From an optimization exercise on the open Yosys and OpenROAD flow, aimed at small area, a short achievable clock period and few clock cycles per item; shortcuts taken in it are not production practice. Function was checked by simulation only, so behaviour that the tests miss may differ from the original. Power is estimated from default activity; no workload was simulated.

## constraint.sdc

```tcl
create_clock -name core_clock -period 6.0 [get_ports {Clk}]
set_input_delay 1.2000 -clock core_clock [delete_from_list [all_inputs] [get_ports {Clk}]]
set_output_delay 1.2000 -clock core_clock [all_outputs]
set_load 0.01 [all_outputs]
```

## run.sh

```bash
#!/bin/bash
# synth_recipe.tcl (not shown) runs the flow's synth.tcl, then flattens the netlist and writes it again
# the make line also repeats each setting of config.mk as NAME=value (left out here)
make -C /OpenROAD-flow-scripts/flow DESIGN_CONFIG=/design/flow/config.mk WORK_HOME=/design/flow/orfs CLKGATE_MAP_FILE= SYNTH_SCRIPT=/design/flow/synth_recipe.tcl finish
```

## config.mk

```make
export PLATFORM = sky130hd
export DESIGN_NAME = icache_top
export DESIGN_NICKNAME = icache_top
export VERILOG_FILES = /design/flow/design.v
export SDC_FILE = /design/flow/constraint.sdc
export NUM_CORES = 4
export LEC_CHECK = 0
export CAP_MARGIN = 20
export CORE_MARGIN = 2
export CORE_UTILIZATION = 60
export CTS_CLUSTER_DIAMETER = 80
export CTS_CLUSTER_SIZE = 24
export SETUP_SLACK_MARGIN = 3.6
export SLEW_MARGIN = 20
export SYNTH_MEMORY_MAX_BITS = 16384
```

## design.v

```verilog
`timescale 1ns/1ps
package icache_pkg;
    localparam int ADDR_W = 32;
    localparam int WORD_W = 32;
    localparam int NUM_SETS    = 8;
    localparam int NUM_WAYS    = 4;
    localparam int BLOCK_WORDS = 4;
    localparam int MEM_CREDITS_MAX = 4;    
endpackage
`timescale 1ns/1ps
module icache_tag_array (
    input  logic        Clk,
    input  logic        arst_n,
    input  logic [7:0]  set_oh,      
    input  logic [24:0] tag,
    output logic        hit,
    output logic [3:0]  hit_oh,
    output logic [1:0]  victim,      
    input  logic        alloc,
    input  logic [2:0]  alloc_set,
    input  logic [24:0] alloc_tag,
    input  logic [3:0]  alloc_way_oh
);
    logic [24:0] tags [8][4];
    logic [1:0]  ptr  [8];
    logic        full [8];
    logic [3:0] eq [8];
    always_comb begin
        for (int s = 0; s < 8; s++)
            for (int w = 0; w < 4; w++)
                eq[s][w] = (full[s] || (2'(w) < ptr[s])) && tags[s][w] == tag;
        hit_oh = '0;
        for (int s = 0; s < 8; s++)
            hit_oh = hit_oh | ({4{set_oh[s]}} & eq[s]);
        hit = |hit_oh;
    end
    always_comb begin
        victim = '0;
        for (int s = 0; s < 8; s++)
            victim = victim | ({2{set_oh[s]}} & ptr[s]);
    end
    always_ff @(posedge Clk or negedge arst_n) begin
        if (!arst_n) begin
            for (int s = 0; s < 8; s++) begin
                ptr[s]  <= '0;
                full[s] <= 1'b0;
            end
        end else begin
            for (int s = 0; s < 8; s++) begin
                if (alloc && alloc_set == 3'(s)) begin
                    ptr[s] <= ptr[s] + 2'd1;
                    if (ptr[s] == 2'd3) full[s] <= 1'b1;
                end
            end
        end
    end
    always_ff @(posedge Clk) begin
        for (int s = 0; s < 8; s++)
            for (int w = 0; w < 4; w++)
                if (alloc && alloc_set == 3'(s) && alloc_way_oh[w]) tags[s][w] <= alloc_tag;
    end
endmodule
`timescale 1ns/1ps
module icache_data_array (
    input  logic        Clk,
    input  logic        we,
    input  logic [31:0] wrow_oh,     
    input  logic [3:0]  wway_oh,
    input  logic [31:0] wdata,
    input  logic [31:0] rrow_oh,     
    output logic [3:0][31:0] rdata   
);
    logic [31:0] mem [32][4];        
    always_ff @(posedge Clk) begin
        for (int r = 0; r < 32; r++)
            for (int w = 0; w < 4; w++)
                if (we && wrow_oh[r] && wway_oh[w])
                    mem[r][w] <= wdata;
    end
    always_comb begin
        for (int w = 0; w < 4; w++) begin
            rdata[w] = '0;
            for (int r = 0; r < 32; r++)
                rdata[w] = rdata[w] | ({32{rrow_oh[r]}} & mem[r][w]);
        end
    end
endmodule
`timescale 1ns/1ps
module icache_top (
    input  logic        Clk,
    input  logic        arst_n,
    input  logic        fetch_req_valid,
    input  logic [31:0] fetch_req_addr,
    input  logic        mem_credit,
    input  logic        mem_beat_valid,
    input  logic [31:0] mem_beat_data,
    output logic        fetch_rsp_valid,
    output logic [31:0] fetch_rsp_instr,
    output logic        busy,
    output logic        mem_req_valid,
    output logic [31:0] mem_req_addr
);
    logic        dv, tv, sv, busy_q;
    logic [29:0] d_addr, t_addr, s_addr;   
    logic        accept, done, d_free, t_free;
    assign accept = fetch_req_valid && !busy_q;
    logic [1:0]  act;                      
    logic [27:0] fblk [2];                 
    logic [1:0]  fway [2];
    logic        fh, ft;                   
    logic [1:0]  bc;                       
    logic [7:0]  wmask;                    
    logic        lpf;                      
    logic [1:0]  lpk;
    logic [2:0]  credits;
    logic        cred_ok, slot_free;
    logic [1:0]  act_n;
    logic        ft_n;
    logic [27:0] t_blk, d_blk;
    logic [7:0]  t_set_oh;                 
    logic        t_pm0, t_pm1;
    logic [3:0]  t_hit_oh;
    logic [1:0]  victim;
    logic [3:0]  d_victim_oh;
    logic        alloc;
    assign t_blk = t_addr[29:2];
    assign d_blk = d_addr[29:2];
    icache_tag_array u_tags (
        .Clk, .arst_n,
        .set_oh(t_set_oh), .tag(t_blk[27:3]), .hit(), .hit_oh(t_hit_oh), .victim,
        .alloc, .alloc_set(d_blk[2:0]), .alloc_tag(d_blk[27:3]), .alloc_way_oh(d_victim_oh)
    );
    assign t_pm0 = act[0] && (fblk[0] == t_blk);
    assign t_pm1 = act[1] && (fblk[1] == t_blk);
    logic        same_blk, same_set;
    logic        n_pend, n_pf;
    logic [3:0]  n_hit_oh, victim_oh, kill, inject, n_victim_oh;
    logic [1:0]  d_victim;
    assign same_blk  = (t_blk == d_blk);
    assign same_set  = (t_blk[2:0] == d_blk[2:0]);
    assign victim_oh = d_victim_oh;           
    assign d_victim  = {d_victim_oh[3] | d_victim_oh[2], d_victim_oh[3] | d_victim_oh[1]};
    assign n_victim_oh = (alloc && same_set) ? {d_victim_oh[2:0], d_victim_oh[3]}
                                             : 4'b0001 << victim;
    assign kill      = {4{alloc && same_set}} & victim_oh;
    assign inject    = {4{alloc && same_blk}} & victim_oh;
    assign n_hit_oh  = (t_hit_oh & ~kill) | inject;
    assign n_pend    = t_pm0 || t_pm1 || (alloc && same_blk);
    assign n_pf      = (alloc && same_blk) ? ft : t_pm1;
    logic        d_hit, d_pend, d_pf;
    assign d_hit = |d_hit_oh;
    logic [3:0]  d_hit_oh;
    logic [31:0] d_rsel;            
    logic [1:0]  k;
    logic [3:0][31:0] arr_rd;
    assign k = d_addr[1:0];
    icache_data_array u_data (
        .Clk, .we(mem_beat_valid), .wrow_oh(w_row_oh), .wway_oh(w_way_oh),
        .wdata(mem_beat_data), .rrow_oh(d_rsel), .rdata(arr_rd)
    );
    logic arrived, mask_empty, order_ok, push, r_arr, r_beat, r_fwd;
    logic       push_f;
    logic [2:0] head_pos, push_pos;
    assign arrived    = !act[d_pf] || ((d_pf == fh) && (k < bc));
    assign mask_empty = (wmask == '0);
    assign order_ok   = mask_empty || ((d_pf == lpf) && (k > lpk)) || ((d_pf != lpf) && (lpf == fh));
    assign alloc = dv && !d_hit && slot_free && cred_ok;
    always_comb begin
        push  = 1'b0;
        r_arr = 1'b0;
        if (dv) begin
            if (d_pend && !arrived) begin
                push  = order_ok;
            end else if (d_hit) begin
                r_arr = mask_empty;
            end else begin
                push  = alloc;
            end
        end
    end
    assign push_f   = alloc ? ft : d_pf;
    assign push_pos = {push_f, k};
    assign done     = alloc || push || r_arr;
    assign head_pos = {fh, bc};
    assign r_beat   = mem_beat_valid && wmask[head_pos];
    assign r_fwd    = mem_beat_valid && push && !alloc && (push_pos == head_pos);
    assign d_free = !dv || done;
    assign t_free = !tv || d_free;
    logic [31:0] w_row_oh;
    logic [3:0]  w_way_oh;
    logic        fh_n;
    logic [1:0]  bc_n;
    assign fh_n   = fh ^ (mem_beat_valid && bc == 2'd3);
    assign bc_n   = bc + 2'(mem_beat_valid);
    logic        w_new;
    logic [31:0] w_row_new, w_row_old;
    logic [3:0]  w_way_old;
    assign w_new     = alloc && (ft == fh_n);
    assign w_row_new = 32'b1 << {d_blk[2:0], bc_n};
    assign w_row_old = 32'b1 << {fblk[fh_n][2:0], bc_n};
    assign w_way_old = 4'b1 << fway[fh_n];
    always_comb begin
        act_n = act;
        if (alloc) act_n[ft] = 1'b1;
        if (mem_beat_valid && bc == 2'd3) act_n[fh] = 1'b0;
    end
    assign ft_n = ft ^ alloc;
    logic [27:0] req_blk;
    assign mem_req_addr = {req_blk, 4'b0};
    logic        p_valid, p_arr;
    logic [3:0]  p_way_oh;
    logic [3:0][31:0] p_words;
    logic [31:0] p_beat;
    always_ff @(posedge Clk or negedge arst_n) begin
        if (!arst_n) begin
            dv              <= 1'b0;
            tv              <= 1'b0;
            sv              <= 1'b0;
            busy_q          <= 1'b0;
            act             <= '0;
            fh              <= 1'b0;
            ft              <= 1'b0;
            bc              <= '0;
            wmask           <= '0;
            lpf             <= 1'b0;
            lpk             <= '0;
            credits         <= '0;
            cred_ok         <= 1'b0;
            slot_free       <= 1'b1;
            p_valid         <= 1'b0;
        end else begin
            if (d_free) dv <= tv;
            if (t_free) begin
                tv <= sv || accept;
                sv <= 1'b0;
            end else begin
                sv <= sv || accept;
            end
            busy_q <= !d_free && tv && (sv || accept);
            if (mem_credit && !alloc) begin
                if (credits != 3'(icache_pkg::MEM_CREDITS_MAX)) credits <= credits + 3'd1;
            end else if (!mem_credit && alloc) begin
                credits <= credits - 3'd1;
            end
            if (mem_credit && !alloc)      cred_ok <= 1'b1;
            else if (!mem_credit && alloc) cred_ok <= (credits != 3'd1);
            slot_free <= !act_n[ft_n];
            if (alloc) begin
                act[ft] <= 1'b1;
                ft      <= !ft;
            end
            if (mem_beat_valid) begin
                bc <= bc + 2'd1;
                if (bc == 2'd3) begin
                    act[fh] <= 1'b0;
                    fh      <= !fh;
                end
            end
            for (int i = 0; i < 8; i++) begin
                if (push && !r_fwd && push_pos == 3'(i)) wmask[i] <= 1'b1;
                else if (r_beat && head_pos == 3'(i))     wmask[i] <= 1'b0;
            end
            if (push) begin
                lpf <= push_f;
                lpk <= k;
            end
            p_valid         <= r_beat || r_fwd || r_arr;
        end
    end
    always_ff @(posedge Clk) begin
        if (d_free) begin
            d_addr   <= t_addr;
            d_victim_oh <= n_victim_oh;
            d_rsel   <= 32'b1 << {t_blk[2:0], t_addr[1:0]};
            d_hit_oh <= n_hit_oh;
            d_pend   <= n_pend;
            d_pf     <= n_pf;
        end
        if (t_free) begin
            t_addr   <= sv ? s_addr : fetch_req_addr[31:2];
            t_set_oh <= 8'b1 << (sv ? s_addr[4:2] : fetch_req_addr[6:4]);
        end
        if (!sv)    s_addr <= fetch_req_addr[31:2];
        w_row_oh <= w_new ? w_row_new   : w_row_old;
        w_way_oh <= w_new ? d_victim_oh : w_way_old;
        req_blk  <= d_blk;          
        if (alloc) begin
            fblk[ft] <= d_blk;
            fway[ft] <= d_victim;
        end
        busy            <= !d_free && tv && (sv || accept);
        fetch_rsp_valid <= p_valid;
        mem_req_valid   <= alloc;
        p_arr    <= r_arr;
        p_way_oh <= d_hit_oh;
        p_words  <= arr_rd;
        p_beat   <= mem_beat_data;
        begin
            fetch_rsp_instr <= p_arr ? (({32{p_way_oh[0]}} & p_words[0]) |
                                        ({32{p_way_oh[1]}} & p_words[1]) |
                                        ({32{p_way_oh[2]}} & p_words[2]) |
                                        ({32{p_way_oh[3]}} & p_words[3]))
                                     : p_beat;
        end
    end
endmodule
```

==> results.ini <==
[run_status]
outcome=timing/DRC/antenna clean

[die]
core_area_um2=325000
io_pins=136
dieArea_um2=331000
die_w_um=575
start_util_pct=60.4
die_h_um=575
rows=209

[logic_synthesis]
synth_edf_count=5066
netlist_area_um2=196000
synth_commonest_cells=edfxtp_1 (5,066), a22oi_1 (1,609), xor2_1 (564)
async_reset_ff_share_pct=0.924
synth_most_common_cell=edfxtp_1
synth-seq-cells=5410
yosys_warnings=8
synth_top_area_share_pct=77.6
ys_top_cells_by_area=edfxtp_1 (78%), a22oi_1 (6.2%), dfxtp_1 (3.0%)
avgSynthCellArea_um2=18.4
netlist_instances=10600
ys_seq_area_share_pct=81.3
ys_types=67
yosysTopAreaCell=edfxtp_1
synth_top_flop_cell=edfxtp_1

[global_routing]
grt_pass1_vias=110000
grt_overflow_total=0
grt_start_max_net_pins=100
grt_pass1_wl_um=959000
use_met3_pct=10.7
busiest_layer=met2
grt_use_met1_pct=56.8
antenna_found_initial=70
grt_use_met2_pct=67.3
grt_use_total_pct=43.3

[route]
drc=0
wl_um=765000
vias=121000
ant_nets=0
routedWlPerCell_um=48.3
via_per_inst=7.66
drtPass1Iterations=8
dr.first_iter.drc_count=24900

[cells_and_area]
drive_gt1_share_pct=15.4
fillers=21100
final_nets=11400
finalNonFillerCells=15900
area.growth.synth_to_final_pct=13.2

[worst_setup_path]
worst_setup_path_start_kind=register
path_max_fanout=4
startpoint=t_addr[12]
crit_chain=buf_6, xor2_1, nor4_1, nand4_1, nor4_4, nor4_4, a41oi_2
slowest_stage=nand4_1
critPathArrivalTime_ns=3.68
r2r_cells=7
cpMostUsedCell=nor4_4
r2r-start=t_addr[12]
critPathCaptureType=register
worst_ep_required_time_ns=6.73
reg2reg_to=d_hit_oh[3]
r2r_setup_slack_ns=3.05
crit_type=register to register
slowest_delay_ns=0.70
crit_end=d_hit_oh[3]

[timing]
grt_setup_unrepaired=true
finalSetupViolCount=0
setup_tns_ns=0
finalClockSkew_ns=0.0566
drv_slew=0
worst_pin_slew_ns=1.44
hold_viol=0
whs_ns=0.354
period_needed_ns=2.95
max_freq_mhz=339
period_share_pct=49.1
slew_headroom_pct=4.21

[clock_tree]
clockBufferDepth=4
clkSlewWorstSetupHoldPaths_ns=0.10
cts_buffers=265
clock_latency_ns=0.97
cts_tree=built
ctsHtreeMaxLevel=5
ctsHoldBuffers=0
root_buffer=clkbuf_16
cts.sinks=5410

[placement]
port_buffers=129
gp_congestion=0.852
dp_cells=14700
hpwl_um=326000

[power]
peakVddDrop_mv=0.658
powerDensity_nw_per_um2=456
power_mw=101
leakage_nw=70.6

[run]
drv_cap=0

[worst_hold_path]
hold_depth=0
hold_class=register to register

worst max-delay path, delay by kind of cell (launching register included):
kind	cells	cell delay, ns
buf+inv	1	0.16
simple gates	4	1.66
flops	1	0.39
compound gates	1	0.34
xor+xnor	1	0.15
worst min-delay path by stage:
stage | startpoint | to
floorplan | p_valid | fetch_rsp_valid
global placement | p_valid | fetch_rsp_valid
detailed placement | p_valid | fetch_rsp_valid
CTS | p_valid | fetch_rsp_valid
global route | p_valid | fetch_rsp_valid
finish | p_valid | fetch_rsp_valid
power by group:
part           switching, mW  leakage (nW)  internal, mW
combinational           24.3          18.2          10.3
clock                   11.8          3.77          9.03
sequential              1.87          48.6          43.9
kinds of logic (layout without fill, tap and decap cells):
kind of cell               Yosys count  count (layout)  share of synthesized area [%]
and+or+nand+nor                   1334            1491                           3.97
other                                1              57                        0.00191
xor gates and xnor gates           901             901                           4.03
DFF                               5410            5410                           81.3
buffers and inverters              665            1345                           1.31
AOI/OAI and AO/OA                 2243            2244                           8.91
muxes                               44              44                          0.264
adders and majority gates           33              33                          0.211
sequential cells by signal (all words and copies together), names as in the netlist, 3 cells and up:
signal	cells
req_blk	28
d_hit_oh	4
fblk	56
s_addr	30
d_addr	30
d_victim_oh	4
d_rsel	32
p_words	128
t_addr	30
fway	4
p_beat	32
t_set_oh	8
w_row_oh	32
p_way_oh	4
fetch_rsp_instr	32
u_tags.tags	800
u_tags.ptr	16
u_tags.full	8
u_data.mem	4096
wmask	8
w_way_oh	4
credits	3
area by class of cell:
cell class | instances | area (um2) | share of cell area (%)
repair buffers | 840 | 10900 | 4.90
flip-flops and latches | 5410 | 159000 | 71.9
well taps | 4325 | 5410 | 2.44
diodes | 53 | 133 | 0.0598
clock inverters | 17 | 203 | 0.0914
inverters | 44 | 196 | 0.0886
multi-input cells | 4717 | 37900 | 17.1
clock buffers | 444 | 7690 | 3.47
layer usage:
metal / vias up / wire (um)
li1: 44900 / -
met2: 12000 / 341000
met4: 32 / 59200
met1: 62000 / 243000
met3: 2493 / 121000
met5: - / 264
cell usage in the layout (no fill, tap or decap), types with 88 or more instances in the layout:
| master | netlist | final |
|---|---|---|
| nand3_1 | 293 | 289 |
| buf_6 | 1 | 170 |
| buf_4 | 4 | 346 |
| and2_4 | 0 | 112 |
| xor2_1 | 564 | 562 |
| xnor2_1 | 336 | 329 |
| dfxtp_1 | 294 | 237 |
| nor4_1 | 175 | 130 |
| a221oi_1 | 256 | 220 |
| clkbuf_16 | 0 | 322 |
| a22oi_1 | 1609 | 1607 |
| or4_1 | 128 | 102 |
| clkbuf_1 | 444 | 161 |
| a22o_1 | 256 | 256 |
| nand4_1 | 344 | 344 |
| nor2_1 | 103 | 88 |
| edfxtp_1 | 5066 | 5066 |
| and3_4 | 0 | 177 |
| buf_12 | 0 | 125 |
stage by stage:
stage,area [um2],utilization [%],setup slack (ns)
floorplan,197000,-,0.457
global route,222000,68.3,3.09
finish,222000,68.3,3.05
CTS,218000,67.2,3.12
global placement,204000,62.7,2.03
detailed placement,204000,62.7,2.00
repair_timing:
item                                   in CTS  in global routing
buffers inserted                          250                122
pin swaps                                 122                104
gates cloned                              183                 55
setup endpoints to repair                4103               1636
endpoints found under the hold margin       0                  0
gates resized for setup                   755                358
Testbench counts, summed over its fixed seeds: cycles 16,465, fetches 12,000.

separate check: timing with driven ports:
The results above use ideal ports. As a check the final layout listed here was re-extracted and re-timed, cells and wires unchanged. Step 1: set_driving_cell puts a clkbuf_16 on Clk and a buf_2 on each other input, an assumption about the parent block. Step 2 adds t to the input delays and takes it off the output delays; t is the mean of the earliest and latest rising clock arrival at the registers after step 1. Input paths then give back, and output paths get back, about the clock's delay inside the block. Three values: no drivers, after step 1, after step 2; two values: the first two.
shift t [ns]: 1.058
slack for setup (ns): 3.054 / 3.054 / 2.360
clock arrival spread, ns: 0.059 / 0.059
slew at the worst register clock pin (ns): 0.11 / 0.11
worst slew at a driven data input, ns: 0.29
After both steps setup and hold are still met in this run. For this run, drivers alone change the setup slack by 0.000 ns; drivers and shift together by -0.694 ns.
